This design comes from an exercise in tuning for small area, a short achievable clock period and few clock cycles per item on the open sky130 flow, not from production work.
Only simulation tests tie the RTL to the original design; equivalence was not proved.

==> design.v <==
package rhsv_pkg;
    localparam int CHANNEL_BITS  = 8;
    localparam int FRACTION_BITS = 16;
    localparam int DIV_BITS      = CHANNEL_BITS + 3;
    localparam int DIV_STAGES    = FRACTION_BITS;
    localparam int QUEUE_DEPTH   = 2;
    localparam int QPTR_BITS     = (QUEUE_DEPTH > 1) ? $clog2(QUEUE_DEPTH) : 1;
    localparam int QCNT_BITS     = $clog2(QUEUE_DEPTH + 1);
    typedef struct packed {
        logic [DIV_BITS-1:0]     hue_num;
        logic [DIV_BITS-1:0]     hue_div;
        logic [CHANNEL_BITS-1:0] sat_num;
        logic [CHANNEL_BITS-1:0] sat_div;
        logic [CHANNEL_BITS-1:0] value;
        logic                    hue_zero;
        logic                    sat_zero;
        logic                    sat_full;
    } t_job;
    typedef struct packed {
        logic [DIV_BITS-1:0]      hue_rem;
        logic [DIV_BITS-1:0]      hue_div;
        logic [FRACTION_BITS-1:0] hue_quot;
        logic [CHANNEL_BITS-1:0]  sat_rem;
        logic [CHANNEL_BITS-1:0]  sat_div;
        logic [FRACTION_BITS-1:0] sat_quot;
        logic [CHANNEL_BITS-1:0]  value;
        logic                     hue_zero;
        logic                     sat_zero;
        logic                     sat_full;
    } t_div_stage;
    function automatic t_div_stage div_load(input t_job job);
        t_div_stage s;
        s.hue_rem  = job.hue_num;
        s.hue_div  = job.hue_div;
        s.hue_quot = '0;
        s.sat_rem  = job.sat_num;
        s.sat_div  = job.sat_div;
        s.sat_quot = '0;
        s.value    = job.value;
        s.hue_zero = job.hue_zero;
        s.sat_zero = job.sat_zero;
        s.sat_full = job.sat_full;
        div_load = s;
    endfunction
    function automatic t_div_stage div_step(input t_div_stage s);
        t_div_stage            r;
        logic [DIV_BITS:0]     hue_sh;
        logic [CHANNEL_BITS:0] sat_sh;
        logic                  hue_bit;
        logic                  sat_bit;
        r       = s;
        hue_sh  = {s.hue_rem, 1'b0};
        sat_sh  = {s.sat_rem, 1'b0};
        hue_bit = (hue_sh >= {1'b0, s.hue_div});
        sat_bit = (sat_sh >= {1'b0, s.sat_div});
        r.hue_rem  = hue_bit ? DIV_BITS'(hue_sh - {1'b0, s.hue_div}) : DIV_BITS'(hue_sh);
        r.sat_rem  = sat_bit ? CHANNEL_BITS'(sat_sh - {1'b0, s.sat_div})
                             : CHANNEL_BITS'(sat_sh);
        r.hue_quot = {s.hue_quot[FRACTION_BITS-2:0], hue_bit};
        r.sat_quot = {s.sat_quot[FRACTION_BITS-2:0], sat_bit};
        div_step = r;
    endfunction
endpackage
module rhsv_front (
    input  logic                                i_clk,
    input  logic                                i_rst_n,
    input  logic                                i_valid,
    output logic                                o_ready,
    input  logic [rhsv_pkg::CHANNEL_BITS-1:0]   i_red,
    input  logic [rhsv_pkg::CHANNEL_BITS-1:0]   i_green,
    input  logic [rhsv_pkg::CHANNEL_BITS-1:0]   i_blue,
    output logic                                o_valid,
    input  logic                                i_ready,
    output rhsv_pkg::t_job                      o_job
);
    logic                      r_valid;
    logic                      n_valid;
    rhsv_pkg::t_job                      r_job;
    rhsv_pkg::t_job                      n_job;
    logic [rhsv_pkg::CHANNEL_BITS-1:0]   mx;
    logic [rhsv_pkg::CHANNEL_BITS-1:0]   mn;
    logic [rhsv_pkg::CHANNEL_BITS-1:0]   delta;
    logic signed [rhsv_pkg::DIV_BITS:0]  num;
    logic [rhsv_pkg::DIV_BITS-1:0]       turn;
    logic                      take;
    assign o_ready = !r_valid || i_ready;
    assign take    = i_valid && o_ready;
    always_comb begin
        mx = (i_red >= i_green) ? i_red : i_green;
        mx = (mx >= i_blue) ? mx : i_blue;
        mn = (i_red <= i_green) ? i_red : i_green;
        mn = (mn <= i_blue) ? mn : i_blue;
        delta = mx - mn;
        turn  = rhsv_pkg::DIV_BITS'({delta, 2'b00}) + rhsv_pkg::DIV_BITS'({delta, 1'b0});
        priority if (i_red == mx) begin
            num = $signed({1'b0, rhsv_pkg::DIV_BITS'(i_green)}) - $signed({1'b0, rhsv_pkg::DIV_BITS'(i_blue)});
        end else if (i_green == mx) begin
            num = $signed({1'b0, rhsv_pkg::DIV_BITS'({delta, 1'b0})})
                + $signed({1'b0, rhsv_pkg::DIV_BITS'(i_blue)}) - $signed({1'b0, rhsv_pkg::DIV_BITS'(i_red)});
        end else begin
            num = $signed({1'b0, rhsv_pkg::DIV_BITS'({delta, 2'b00})})
                + $signed({1'b0, rhsv_pkg::DIV_BITS'(i_red)}) - $signed({1'b0, rhsv_pkg::DIV_BITS'(i_green)});
        end
        if (num < 0) begin
            num = num + $signed({1'b0, turn});
        end
        n_job.hue_num  = rhsv_pkg::DIV_BITS'(num);
        n_job.hue_div  = turn;
        n_job.sat_num  = delta;
        n_job.sat_div  = mx;
        n_job.value    = mx;
        n_job.hue_zero = (delta == '0);
        n_job.sat_zero = (mx == '0);
        n_job.sat_full = (delta == mx);
    end
    always_comb begin
        n_valid = r_valid;
        if (take) begin
            n_valid = 1'b1;
        end else if (i_ready) begin
            n_valid = 1'b0;
        end
    end
    always_ff @(posedge i_clk) begin
        if (!i_rst_n) begin
            r_valid <= 1'b0;
        end else begin
            r_valid <= n_valid;
        end
    end
    always_ff @(posedge i_clk) begin
        if (take) begin
            r_job <= n_job;
        end
    end
    assign o_valid = r_valid;
    assign o_job   = r_job;
endmodule
module rhsv_queue (
    input  logic            i_clk,
    input  logic            i_rst_n,
    input  logic            i_valid,
    output logic            o_ready,
    input  rhsv_pkg::t_job  i_job,
    output logic            o_valid,
    input  logic            i_ready,
    output rhsv_pkg::t_job  o_job
);
    localparam int JOB_BITS = 2 * rhsv_pkg::DIV_BITS + 3 * rhsv_pkg::CHANNEL_BITS + 3;
    logic [JOB_BITS-1:0] r_mem [0:rhsv_pkg::QUEUE_DEPTH-1];
    logic [rhsv_pkg::QPTR_BITS-1:0] r_wr_ptr;
    logic [rhsv_pkg::QPTR_BITS-1:0] n_wr_ptr;
    logic [rhsv_pkg::QPTR_BITS-1:0] r_rd_ptr;
    logic [rhsv_pkg::QPTR_BITS-1:0] n_rd_ptr;
    logic [rhsv_pkg::QCNT_BITS-1:0] r_count;
    logic [rhsv_pkg::QCNT_BITS-1:0] n_count;
    logic                 push;
    logic                 pop;
    localparam logic [rhsv_pkg::QPTR_BITS-1:0] LAST_PTR = rhsv_pkg::QPTR_BITS'(rhsv_pkg::QUEUE_DEPTH - 1);
    logic [rhsv_pkg::QPTR_BITS-1:0] wr_ptr_inc;
    logic [rhsv_pkg::QPTR_BITS-1:0] rd_ptr_inc;
    assign wr_ptr_inc = (r_wr_ptr == LAST_PTR) ? '0 : rhsv_pkg::QPTR_BITS'(r_wr_ptr + 1'b1);
    assign rd_ptr_inc = (r_rd_ptr == LAST_PTR) ? '0 : rhsv_pkg::QPTR_BITS'(r_rd_ptr + 1'b1);
    assign o_ready = (r_count != rhsv_pkg::QCNT_BITS'(rhsv_pkg::QUEUE_DEPTH));
    assign o_valid = (r_count != '0);
    assign o_job   = r_mem[r_rd_ptr];
    assign push    = i_valid && o_ready;
    assign pop     = o_valid && i_ready;
    always_comb begin
        n_wr_ptr = push ? wr_ptr_inc : r_wr_ptr;
        n_rd_ptr = pop ? rd_ptr_inc : r_rd_ptr;
        n_count  = r_count;
        if (push && !pop) begin
            n_count = rhsv_pkg::QCNT_BITS'(r_count + 1'b1);
        end else if (pop && !push) begin
            n_count = rhsv_pkg::QCNT_BITS'(r_count - 1'b1);
        end
    end
    always_ff @(posedge i_clk) begin
        if (!i_rst_n) begin
            r_wr_ptr <= '0;
            r_rd_ptr <= '0;
            r_count  <= '0;
        end else begin
            r_wr_ptr <= n_wr_ptr;
            r_rd_ptr <= n_rd_ptr;
            r_count  <= n_count;
        end
    end
    always_ff @(posedge i_clk) begin
        if (push) begin
            r_mem[r_wr_ptr] <= i_job;
        end
    end
endmodule
module rhsv_back (
    input  logic                                 i_clk,
    input  logic                                 i_rst_n,
    input  logic                                 i_valid,
    output logic                                 o_ready,
    input  rhsv_pkg::t_job                       i_job,
    output logic                                 o_valid,
    input  logic                                 i_ready,
    output logic [rhsv_pkg::FRACTION_BITS-1:0]   o_hue,
    output logic [rhsv_pkg::FRACTION_BITS-1:0]   o_saturation,
    output logic [rhsv_pkg::CHANNEL_BITS-1:0]    o_value
);
    logic [rhsv_pkg::DIV_STAGES-1:0] r_vld;
    logic [rhsv_pkg::DIV_STAGES-1:0] en;
    rhsv_pkg::t_div_stage            last;
    genvar k;
    generate
        for (k = 0; k < rhsv_pkg::DIV_STAGES; k++) begin : g_stage
            rhsv_pkg::t_div_stage r_stg;
            rhsv_pkg::t_div_stage n_stg;
            logic                 n_vld;
            if (k == rhsv_pkg::DIV_STAGES - 1) begin : g_en_last
                assign en[k] = !r_vld[k] || i_ready;
            end else begin : g_en_mid
                assign en[k] = !r_vld[k] || en[k+1];
            end
            rhsv_pkg::t_div_stage          s;
            logic [rhsv_pkg::DIV_BITS:0]     hue_sh;
            logic [rhsv_pkg::CHANNEL_BITS:0] sat_sh;
            logic                            hue_bit;
            logic                            sat_bit;
            if (k == 0) begin : g_first
                assign s.hue_rem  = i_job.hue_num;
                assign s.hue_div  = i_job.hue_div;
                assign s.hue_quot = '0;
                assign s.sat_rem  = i_job.sat_num;
                assign s.sat_div  = i_job.sat_div;
                assign s.sat_quot = '0;
                assign s.value    = i_job.value;
                assign s.hue_zero = i_job.hue_zero;
                assign s.sat_zero = i_job.sat_zero;
                assign s.sat_full = i_job.sat_full;
                assign n_vld = en[k] ? i_valid : r_vld[k];
            end else begin : g_next
                assign s     = g_stage[k-1].r_stg;
                assign n_vld = en[k] ? r_vld[k-1] : r_vld[k];
            end
            assign hue_sh  = {s.hue_rem, 1'b0};
            assign sat_sh  = {s.sat_rem, 1'b0};
            assign hue_bit = (hue_sh >= {1'b0, s.hue_div});
            assign sat_bit = (sat_sh >= {1'b0, s.sat_div});
            assign n_stg.hue_rem  = hue_bit ? rhsv_pkg::DIV_BITS'(hue_sh - {1'b0, s.hue_div})
                                            : rhsv_pkg::DIV_BITS'(hue_sh);
            assign n_stg.sat_rem  = sat_bit ? rhsv_pkg::CHANNEL_BITS'(sat_sh - {1'b0, s.sat_div})
                                            : rhsv_pkg::CHANNEL_BITS'(sat_sh);
            assign n_stg.hue_quot = {s.hue_quot[rhsv_pkg::FRACTION_BITS-2:0], hue_bit};
            assign n_stg.sat_quot = {s.sat_quot[rhsv_pkg::FRACTION_BITS-2:0], sat_bit};
            assign n_stg.hue_div  = s.hue_div;
            assign n_stg.sat_div  = s.sat_div;
            assign n_stg.value    = s.value;
            assign n_stg.hue_zero = s.hue_zero;
            assign n_stg.sat_zero = s.sat_zero;
            assign n_stg.sat_full = s.sat_full;
            always_ff @(posedge i_clk) begin
                if (!i_rst_n) begin
                    r_vld[k] <= 1'b0;
                end else begin
                    r_vld[k] <= n_vld;
                end
            end
            always_ff @(posedge i_clk) begin
                if (en[k]) begin
                    r_stg <= n_stg;
                end
            end
        end
    endgenerate
    assign o_ready = en[0];
    assign last    = g_stage[rhsv_pkg::DIV_STAGES-1].r_stg;
    assign o_valid = r_vld[rhsv_pkg::DIV_STAGES-1];
    assign o_value = last.value;
    assign o_hue   = last.hue_zero ? '0 : last.hue_quot;
    always_comb begin
        priority if (last.sat_zero) begin
            o_saturation = '0;
        end else if (last.sat_full) begin
            o_saturation = '1;
        end else begin
            o_saturation = last.sat_quot;
        end
    end
endmodule
module rgb_to_hsv_converter (
    input  logic                                 i_clk,
    input  logic                                 i_rst_n,
    input  logic                                 i_valid,
    output logic                                 o_ready,
    input  logic [rhsv_pkg::CHANNEL_BITS-1:0]    i_red,
    input  logic [rhsv_pkg::CHANNEL_BITS-1:0]    i_green,
    input  logic [rhsv_pkg::CHANNEL_BITS-1:0]    i_blue,
    output logic                                 o_valid,
    input  logic                                 i_ready,
    output logic [rhsv_pkg::FRACTION_BITS-1:0]   o_hue,
    output logic [rhsv_pkg::FRACTION_BITS-1:0]   o_saturation,
    output logic [rhsv_pkg::CHANNEL_BITS-1:0]    o_value
);
    logic fq_valid;
    logic fq_ready;
    rhsv_pkg::t_job fq_job;
    logic qb_valid;
    logic qb_ready;
    rhsv_pkg::t_job qb_job;
    rhsv_front u_front (
        .i_clk   (i_clk),
        .i_rst_n (i_rst_n),
        .i_valid (i_valid),
        .o_ready (o_ready),
        .i_red   (i_red),
        .i_green (i_green),
        .i_blue  (i_blue),
        .o_valid (fq_valid),
        .i_ready (fq_ready),
        .o_job   (fq_job)
    );
    rhsv_queue u_queue (
        .i_clk   (i_clk),
        .i_rst_n (i_rst_n),
        .i_valid (fq_valid),
        .o_ready (fq_ready),
        .i_job   (fq_job),
        .o_valid (qb_valid),
        .i_ready (qb_ready),
        .o_job   (qb_job)
    );
    rhsv_back u_back (
        .i_clk        (i_clk),
        .i_rst_n      (i_rst_n),
        .i_valid      (qb_valid),
        .o_ready      (qb_ready),
        .i_job        (qb_job),
        .o_valid      (o_valid),
        .i_ready      (i_ready),
        .o_hue        (o_hue),
        .o_saturation (o_saturation),
        .o_value      (o_value)
    );
endmodule
==> run.sh <==
#!/bin/bash
# synth_recipe.tcl (not shown) runs the flow's synth.tcl, then flattens the netlist and writes it again
# the make line also repeats each setting of config.mk as NAME=value (left out here)
make -C /OpenROAD-flow-scripts/flow DESIGN_CONFIG=/design/flow/config.mk WORK_HOME=/design/flow/orfs CLKGATE_MAP_FILE= SYNTH_SCRIPT=/design/flow/synth_recipe.tcl finish
==> config.mk <==
export PLATFORM = sky130hd
export DESIGN_NAME = rgb_to_hsv_converter
export DESIGN_NICKNAME = rgb_to_hsv_converter
export VERILOG_FILES = /design/flow/design.v
export SDC_FILE = /design/flow/constraint.sdc
export NUM_CORES = 4
export LEC_CHECK = 0
export CAP_MARGIN = 20
export CORE_MARGIN = 2
export CORE_UTILIZATION = 40
export SLEW_MARGIN = 20
==> constraint.sdc <==
create_clock -name core_clock -period 10.0 [get_ports {i_clk}]
set_input_delay 2.0000 -clock core_clock [delete_from_list [all_inputs] [get_ports {i_clk}]]
set_output_delay 2.0000 -clock core_clock [all_outputs]
set_load 0.01 [all_outputs]
==> results.ini <==
[final_layout]
diodes=0
stdcell_count=5992
multi_input_area_mm2=0.01751
fill_cells=11075
post-route-util=0.4643
area_delta_synth_final_pct=15.42
seqCellArea_mm2=0.03002
drive_gt1_frac=0.1088
nets=4703

[timing]
hold_violations=0
clock-skew-final_ns=0.05040
fmax_mhz=105.5
fin_crit_sh=0.9475
setup_viol_count_final=0
final.setup.tns_ns=0
rsz0062_at_grt=false
slew_viol_final=0
relSlewSlack=0.3241
fin_crit_ns=9.475
tightest_slew_ns=1.010

[grt]
grt_overflow=0
grt_pass1_wl_mm=145.1
grt_usage=0.1390
antenna_found_initial=0
grt_max_degree=68
grt_pass1_vias=29998

[yosys]
yosysMostFrequentCell=edfxtp_1
synth.cell_area_mm2=0.04967
synth_top_area_frac=0.5955
synthTopCellsByArea=edfxtp_1 (60%), ha_1 (9.5%), inv_1 (4.1%), o21ai_0 (3.0%), xnor2_1 (2.3%)
seq_area_frac_synth=0.6044
synth_edf_count=985
async_flop_share=0
synth.distinct_cells=73
yosys.area.top_type=edfxtp_1
synth_flop_cell=edfxtp_1
synthCells=3970
postSynthAreaPerCell_um2=12.51
synth_commonest_cells=edfxtp_1 (985), inv_1 (538), ha_1 (377), o21ai_0 (295), nand2_1 (263)
synth.net_count=4413
synth-seq-cells=1007
synth_warnings=3

[drt]
wl_per_cell_um=14.63
drt-vias-per-instance=4.857
drc=0
vias=29104
dr.pass1.iters=6
wirelength_mm=87.65
antenna_left=0
drtIter0Drc=1351

[critical_path]
crit_type=in2reg
cp_max_fo=4
crit_required_ns=10.51
worstSetupStartpointType=primary input
cp_common_cell=a21oi_2
cp_slowest_cell=fa_1
cp-end-kind=flop
max_stage_delay_ns=0.53
worstPathArrival_ns=9.99

[clock_tree]
cts_buffers=107
htreeDepth=3
cts_sinks=1007
clockBufferDepth=3
clk_pin_slew_ns=0.06
cts.hold.buffers_added=0
cts_tree=done
cts_root_buf=clkbuf_16
clock_latency_ns=0.68

[die]
io_pins=70
core_area_mm2=0.1235
die_x_um=356.4
start_util=0.4022
rows=129
die_y_um=356.4
die_area_mm2=0.1270

[outcome]
status=complete, no violations

[placed_design]
gp_congestion=0.8666
hpwl_mm=66.53
port_buffers=69
placedCellCount=5784

[hold_path]
min_path_type=reg2reg

[job]
drv_cap=0

-- stage by stage --
| stage | worst slack, ns | hold WS, ns | area (um2) |
|---|---|---|---|
| 2_1_floorplan | 0.3242 | 0.4003 | 49670 |
| 3_3_place_gp | -0.3483 | 0.4002 | 53490 |
| 3_5_place_dp | -0.5219 | 0.4045 | 53510 |
| 4_1_cts | 0.1811 | 0.3906 | 57190 |
| 5_1_grt | 0.000008882 | 0.3965 | 57330 |
| 6_report | 0.5255 | 0.3939 | 57330 |
-- cell usage in the layout, fill, tap and decap left out, drive strengths merged, types with 10 or more instances in the layout --
cell	count
bufinv	13
a221oi	18
o21a	27
xor2	70
nor2b	114
xnor2	129
ha	377
a21oi	174
nand2b	53
inv	540
dfxtp	22
nand4	47
clkbuf	133
nor3	15
mux2i	39
a21o	39
clkdlybuf4s50	69
and2	35
o211a	16
o31ai	51
a21boi	77
or4	19
or2	10
mux2	57
a211oi	10
nor2	249
o21bai	11
nand3	31
nand2	263
fa	38
o21ai	297
edfxtp	985
buf	179
clkinv	47
-- kinds of logic (layout without fill, tap and decap cells) --
kind of cell,count (synthesis),in the layout,share of synthesized area
and+or+nand+nor,872,872,0.08487
xor gates and xnor gates,199,199,0.03562
DFF,1007,1007,0.6044
buffers and inverters,605,990,0.04638
muxes,96,96,0.02078
AOI/OAI and AO/OA,775,775,0.09747
adders and majority gates,416,416,0.1105
-- sequential cells by signal (all words and copies together) (netlist names), named ones only --
signal,cells
u_front.r_job,39
u_queue.r_wr_ptr,1
u_back.g_stage.r_stg,868
u_queue.r_count,2
u_queue.r_rd_ptr,1
u_front.r_valid,1
u_back.r_vld,16
u_queue.r_mem,78
-- repair_timing --
| action | CTS | global route |
|---|---|---|
| resized for setup | 0 | 35 |
| buffers inserted | 0 | 3 |
| endpoints found under the setup margin | 0 | 2 |
-- area by class of cell --
type,count,share of cell area
Clock inverter,71,0.01456
Inverter,538,0.03523
Multi-Input combinational cell,2358,0.3055
Clock buffer,133,0.04965
Sequential cell,1007,0.5237
Tap cell,1637,0.03573
Timing Repair Buffer,248,0.03571
-- final timing paths --
path / startpoint / end / slack [ns] / cells after the start
max: i_red[0] / u_front.r_job[48] / 0.53 / 40
min: u_back.g_stage[7].r_stg[2] / u_back.g_stage[8].r_stg[2] / 0.39 / 0
max reg2reg: flop / u_back.g_stage[0].r_stg[74] / 5.38 / 16
min reg2reg: u_back.g_stage[7].r_stg[2] / u_back.g_stage[8].r_stg[2] / 0.39 / 0
-- worst max-delay path: cells and delay by family --
kind / cells / cell delay, ns
AO/OA/AOI/OAI: 12 / 1.81
AND/OR/NAND/NOR: 10 / 1.84
buffers and inverters: 6 / 0.96
adder cells (fa/ha/maj): 8 / 2.69
multiplexers: 1 / 0.28
XOR/XNOR: 3 / 0.40
-- layer usage --
metal  up-vias  global-route usage  part of all wire
met5         -                   0                 0
met4         0             0.05435             0.037
met3       209             0.02118             0.030
met2       402              0.2638              0.52
met1     13766              0.1546              0.41
li1      14727                   -                 -
Testbench counts, summed over its fixed seeds: cycles 16,144, pixels 16,000.

[separate check: timing with driven ports]
In the flow no input, the clock included, has a driving cell. The finished layout below was timed again as built, in two steps.
Step 1 sets driving cells, clkbuf_16 on the clock port and buf_2 on the other inputs (assumed; they add their load-dependent delay and slew).
Step 2 also shifts input and output timing later by t, the mid clock arrival at the registers, as if the neighbouring blocks saw the same clock.
a / b / c = ideal / step 1 / step 2; a / b = the first two.
t, ns: 0.718
setup slack, ns: 0.525 / 0.565 / -0.154
worst data-port slew with drivers (ns): 0.04
With both steps, setup timing fails in this run, where it was met with ideal ports. For this run, drivers alone change the setup slack by +0.040 ns; drivers and shift together by -0.679 ns.
